What follows belongs to an exercise in optimizing a design on an open flow for small area, a short achievable clock period and few clock cycles per item; a production flow would make more cautious choices. Only simulation tests tie the RTL to the original design; equivalence was not proved. Power is estimated from default activity; no workload was simulated.

Setup of Q:
Design cubic_joint_trajectory_interpolator, start of the top module:
module cubic_joint_trajectory_interpolator (
  input  logic         clk,
  input  logic         rst,
  input  logic         start,
  output logic         busy,
  input  logic [1:0]   item_command,
  input  logic [2:0]   item_joint_select,
  input  logic [31:0]  item_start_position,
  input  logic [31:0]  item_goal_position,
  output logic [2:0]   result_joint_index,
  output logic [26:0]  result_sample_time_us,
  output logic [31:0]  result_position,
  output logic [31:0]  result_velocity,
  output logic [30:0]  result_peak_speed,
  output logic         result_last_joint,
  output logic         result_final_sample,
  output logic         result_valid,
  input  logic         cfg_valid,
  output logic         cfg_ready,
  input  logic [2:0]   cfg_index,
  input  logic [26:0]  cfg_data
);
  logic        busy_r, cfg_ready_r;
  logic [2:0]  bcnt;
  logic        cfg_run;
  logic        acc_step, acc_restart, ld_v;
  logic [2:0]  ld_sel;
  logic [31:0] ld_st, ld_gl;
  logic        cw_v, cw_v2;
  logic [2:0]  cw_idx;
  logic [26:0] cw_data;
  assign busy = busy_r;
  assign cfg_ready = cfg_ready_r;
  wire accept = start & ~busy_r;
  wire acc_step_now = accept & (item_command == cjti_pkg::CMD_STEP);
  wire cfg_acc_now = cfg_valid & cfg_ready_r;
  logic        p_wr;
  logic [2:0]  bcnt_n;
  logic        cfg_run_n;
  assign bcnt_n = acc_step_now ? 3'd5 : (bcnt != 3'd0) ? bcnt - 3'd1 : 3'd0;
  assign cfg_run_n = cfg_acc_now | (cfg_run & ~(p_wr & ~cw_v));
  always_ff @(posedge clk) begin
    ld_sel <= item_joint_select;
    ld_st <= item_start_position;
    ld_gl <= item_goal_position;
    cw_idx <= cfg_index;
    cw_data <= cfg_data;
    if (rst) begin
      acc_step <= 1'b0;
      acc_restart <= 1'b0;
      ld_v <= 1'b0;
      cw_v <= 1'b0;
      cw_v2 <= 1'b0;
      bcnt <= 3'd0;
      cfg_run <= 1'b0;
      busy_r <= 1'b0;
      cfg_ready_r <= 1'b1;
    end else begin
      acc_step <= acc_step_now;
      acc_restart <= accept & (item_command == cjti_pkg::CMD_RESTART);
      ld_v <= accept & (item_command == cjti_pkg::CMD_LOAD) & (item_joint_select < 3'd6);
      cw_v <= cfg_acc_now;
      cw_v2 <= cw_v;
  ...
==> flow/config.mk <==
export PLATFORM = sky130hd
export DESIGN_NAME = cubic_joint_trajectory_interpolator
export DESIGN_NICKNAME = cubic_joint_trajectory_interpolator
export VERILOG_FILES = /design/flow/design.v
export SDC_FILE = /design/flow/constraint.sdc
export NUM_CORES = 4
export LEC_CHECK = 0
export ABC_CLOCK_PERIOD_IN_PS = 4000
export CAP_MARGIN = 20
export CORE_MARGIN = 2
export CORE_UTILIZATION = 50
export SLEW_MARGIN = 20
==> flow/constraint.sdc <==
create_clock -name core_clock -period 12.5 [get_ports {clk}]
set_input_delay 2.5000 -clock core_clock [delete_from_list [all_inputs] [get_ports {clk}]]
set_output_delay 2.5000 -clock core_clock [all_outputs]
set_load 0.01 [all_outputs]
standard.sh (not shown) runs the stock make flow with config.mk's settings and CLKGATE_MAP_FILE= SYNTH_SCRIPT=/design/flow/synth_recipe.tcl, a recipe that flattens the netlist after the stock synthesis.
==> flow/flow/run.sh <==
#!/bin/bash
# Standard synthesis and layout (the standard.sh), with timing repair aimed at a
# setup margin of MARGIN ns below the design's clock period. Full make output goes to
# flow_make.log in the work folder; ORFS's per-step logs stay under orfs/logs/.
set -euo pipefail
MARGIN=$(cat flow/margin.txt)
bash standard.sh SETUP_SLACK_MARGIN="$MARGIN" finish > flow_make.log 2>&1
==> flow/flow/margin.txt <==
8
Testbench counts of Q, summed over its fixed seeds: cycles 4,038, items 3,750.
Here is what was changed in the inputs of R compared with Q.
--- a/flow/design.v
+++ b/flow/design.v
@@ -31,41 +31,36 @@
 );
   logic [24:0] sm_a;
   logic [27:0] sm_b;
   logic        r23, r15;
   logic [52:0] cs_s, cs_c;
   logic [52:0] ms, mc;
   logic        mcin;
   logic [52:0] prod;
   logic [5:0]  sq;    
-  logic [3:0]  cq;    
-  logic [27:0] cf_lo;   
-  logic        cf_s24, cf_s27;
+  logic [2:0]  cq;    
   logic [24:0] t2_r, t3_r, s_tmp, s_new;
   logic [26:0] t2x3;
   logic [27:0] sd;
   cjti_mul_sc u_mul (.a(sm_a), .b(sm_b), .r23(r23), .r15(r15), .rs(ms), .rc(mc), .cin(mcin));
   assign prod = cs_s + cs_c;
   assign running = |sq | |cq;
-  wire k0 = go_step | cq[3];
+  wire k0 = go_step | cq[2];
   assign run_k0 = k0;
   always_ff @(posedge clk) begin
     cs_s <= ms;
-    cf_lo <= prod[27:0];
-    cf_s24 <= (|prod[52:25]) | (prod[24] & (|prod[23:0]));
-    cf_s27 <= |prod[52:27];
     cs_c <= mc;
     if (rst) begin
       sq <= '0;
       cq <= '0;
     end else begin
       sq <= {sq[4:0], k0};
-      cq <= {cq[2:0], go_cfg};
+      cq <= {cq[1:0], go_cfg};
     end
   end
   always_ff @(posedge clk) begin
     if (go_cfg) begin
       sm_a <= 25'(idx);
       sm_b <= 28'(tau_step);
       r23 <= 1'b0;
       r15 <= 1'b0;
     end else if (cq[0]) begin
@@ -82,22 +77,22 @@
       sm_b <= inv6;
       r23 <= 1'b0;
       r15 <= 1'b1;
     end
     if (sq[1]) t2_r <= prod[48:24];
     if (sq[3]) t3_r <= prod[48:24];
     if (sq[2]) t2x3 <= 27'(t2_r) + 27'({t2_r, 1'b0});
     if (sq[4]) s_tmp <= s_new;
   end
-  assign tau_load = cq[2];
-  assign tau_val = cf_s24 ? cjti_pkg::Q_ONE : cf_lo[24:0];
-  assign x_load = cq[3];
-  assign x_val = cf_s27 ? 28'(1 << 27) : cf_lo;
+  assign tau_load = cq[1];
+  assign tau_val = ((|prod[52:25]) | (prod[24] & (|prod[23:0]))) ? cjti_pkg::Q_ONE : prod[24:0];
+  assign x_load = cq[2];
+  assign x_val = (|prod[52:27]) ? 28'(1 << 27) : prod[27:0];
   assign sd = {1'b0, t2x3} - {t3_r, 1'b0};
   assign s_new = sd[27] ? 25'd0 :
                  ((|sd[26:25]) | (sd[24] & (|sd[23:0]))) ? cjti_pkg::Q_ONE : sd[24:0];
   assign p_wr = sq[5];
   assign s_val = s_tmp;
   assign g_val = prod[49:16];
 endmodule
 module cjti_mul_pos (
   input  logic [32:0] d,
@@ -4747,39 +4742,40 @@
   end
   wire [39:0] pf_s = f1p_s ^ f1p_c ^ f1p_t;
   wire [39:0] pf_c = (f1p_s & f1p_c) | (f1p_s & f1p_t) | (f1p_c & f1p_t);
   wire [50:0] vf_s = f1v_s ^ f1v_c ^ f1v_t;
   wire [50:0] vf_c = (f1v_s & f1v_c) | (f1v_s & f1v_t) | (f1v_c & f1v_t);
   wire [40:0] pos_w = {pf_s, 1'b1} + {pf_c[38:0], 1'b0, f1p_ci};
   wire [51:0] x_w = {vf_s, 1'b1} + {vf_c[49:0], 1'b0, f1v_ci};
   wire [31:0] pos = pos_w[40:9];
   wire [42:0] x = x_w[51:9];
-  logic        f2_v, f2_clr;
+  wire ovp = ~x[42] & (|x[41:31]);
+  wire ovn = x[42] & ~(&x[41:31]);
+  wire [31:0] vel = ovp ? 32'h7FFF_FFFF : ovn ? 32'h8000_0000 : x[31:0];
+  wire spd_sat = ovp | ovn | (x[42] & (x[30:0] == 31'd0));
+  logic        f2_v, f2_clr, f2_sat, f2_inc;
   logic [2:0]  f2_j;
-  logic [31:0] f2_pos;
-  logic [42:0] f2_x;
+  logic [31:0] f2_pos, f2_vel;
+  logic [30:0] f2_raw;
   always_ff @(posedge clk) begin
     f2_j <= f1_j;
     f2_clr <= f1_clr;
     f2_pos <= pos;
-    f2_x <= x;
+    f2_vel <= vel;
+    f2_raw <= x[42] ? ~x[30:0] : x[30:0];
+    f2_inc <= x[42];
+    f2_sat <= spd_sat;
     if (rst) f2_v <= 1'b0;
     else f2_v <= f1_v;
   end
-  wire ovp = ~f2_x[42] & (|f2_x[41:31]);
-  wire ovn = f2_x[42] & ~(&f2_x[41:31]);
-  wire [31:0] f2_vel = ovp ? 32'h7FFF_FFFF : ovn ? 32'h8000_0000 : f2_x[31:0];
-  wire spd_sat = ovp | ovn | (f2_x[42] & (f2_x[30:0] == 31'd0));
-  wire [30:0] spd_raw = f2_x[42] ? ~f2_x[30:0] : f2_x[30:0];
+  wire [30:0] f2_spd = f2_sat ? 31'h7FFF_FFFF : f2_raw + 31'(f2_inc);
   wire [30:0] pk_base = f2_clr ? 31'd0 : result_peak_speed;
-  wire        pk_gt = f2_x[42] ? ~(pk_base > spd_raw) : (spd_raw > pk_base);
-  wire [30:0] spd_val = spd_raw + 31'(f2_x[42]);
-  wire [30:0] pk_next = spd_sat ? 31'h7FFF_FFFF : pk_gt ? spd_val : pk_base;
+  wire [30:0] pk_next = (f2_spd > pk_base) ? f2_spd : pk_base;
   always_ff @(posedge clk) begin
     result_joint_index <= f2_j;
     result_position <= f2_pos;
     result_velocity <= f2_vel;
     result_last_joint <= (f2_j == 3'd5);
     if (f2_v) begin
       result_peak_speed <= pk_next;
       if (f2_j == 3'd0) begin
         result_sample_time_us <= step_tus;
--- outcome ---
- [R] number of instances resized during post-cts repair rose 147 relative to Q
- Compared with Q, R shows area of the placeable core that has gone up slightly.
- Termination of the worst setup path: f1p_ci -> Q, f2_vel[30] -> R
- Q -> R: cell count after placement increased slightly
- [compare] base=Q new=R: part of the total power dissipated in the clock network saw a decrease, combinational cell fraction of total power saw an increase.
- Fraction of standard cell area in multi-input logic was higher in Q than in R.
- Post-synth design cell area: R vs Q up 0.0011 mm2
Testbench counts of R, summed over its fixed seeds: cycles 4,038, items 3,750.

-- static timing again, ports no longer ideal --
In the flow no input, the clock included, has a driving cell. The finished layouts below were timed again as built, in two steps.
Step 1 (the two cells are an assumption about what drives the block):
set clk [get_ports {clk}]
set_driving_cell -lib_cell sky130_fd_sc_hd__clkbuf_16 $clk
set_driving_cell -lib_cell sky130_fd_sc_hd__buf_2 [delete_from_list [all_inputs] $clk]
Step 2, shift: input delay + t, output delay - t, t = (earliest + latest rising clock arrival at the registers) / 2. This alone moves slack from input paths to output paths.
Slacks: ideal ports / drivers / drivers and shift; pairs: ideal ports / drivers.
run | shift t [ns] | setup WS [ns] | hold slack, ns | clock arrival spread, ns
Q | 0.935 | 7.985 / 7.985 / 7.259 | 0.302 / 0.302 / 0.302 | 0.099 / 0.099
R | 0.931 | 7.869 / 7.869 / 7.751 | 0.317 / 0.317 / 0.317 | 0.119 / 0.119
After both steps every run listed still meets setup and hold. For Q, which loses most, drivers alone change the setup slack by 0.000 ns; drivers and shift together by -0.726 ns.
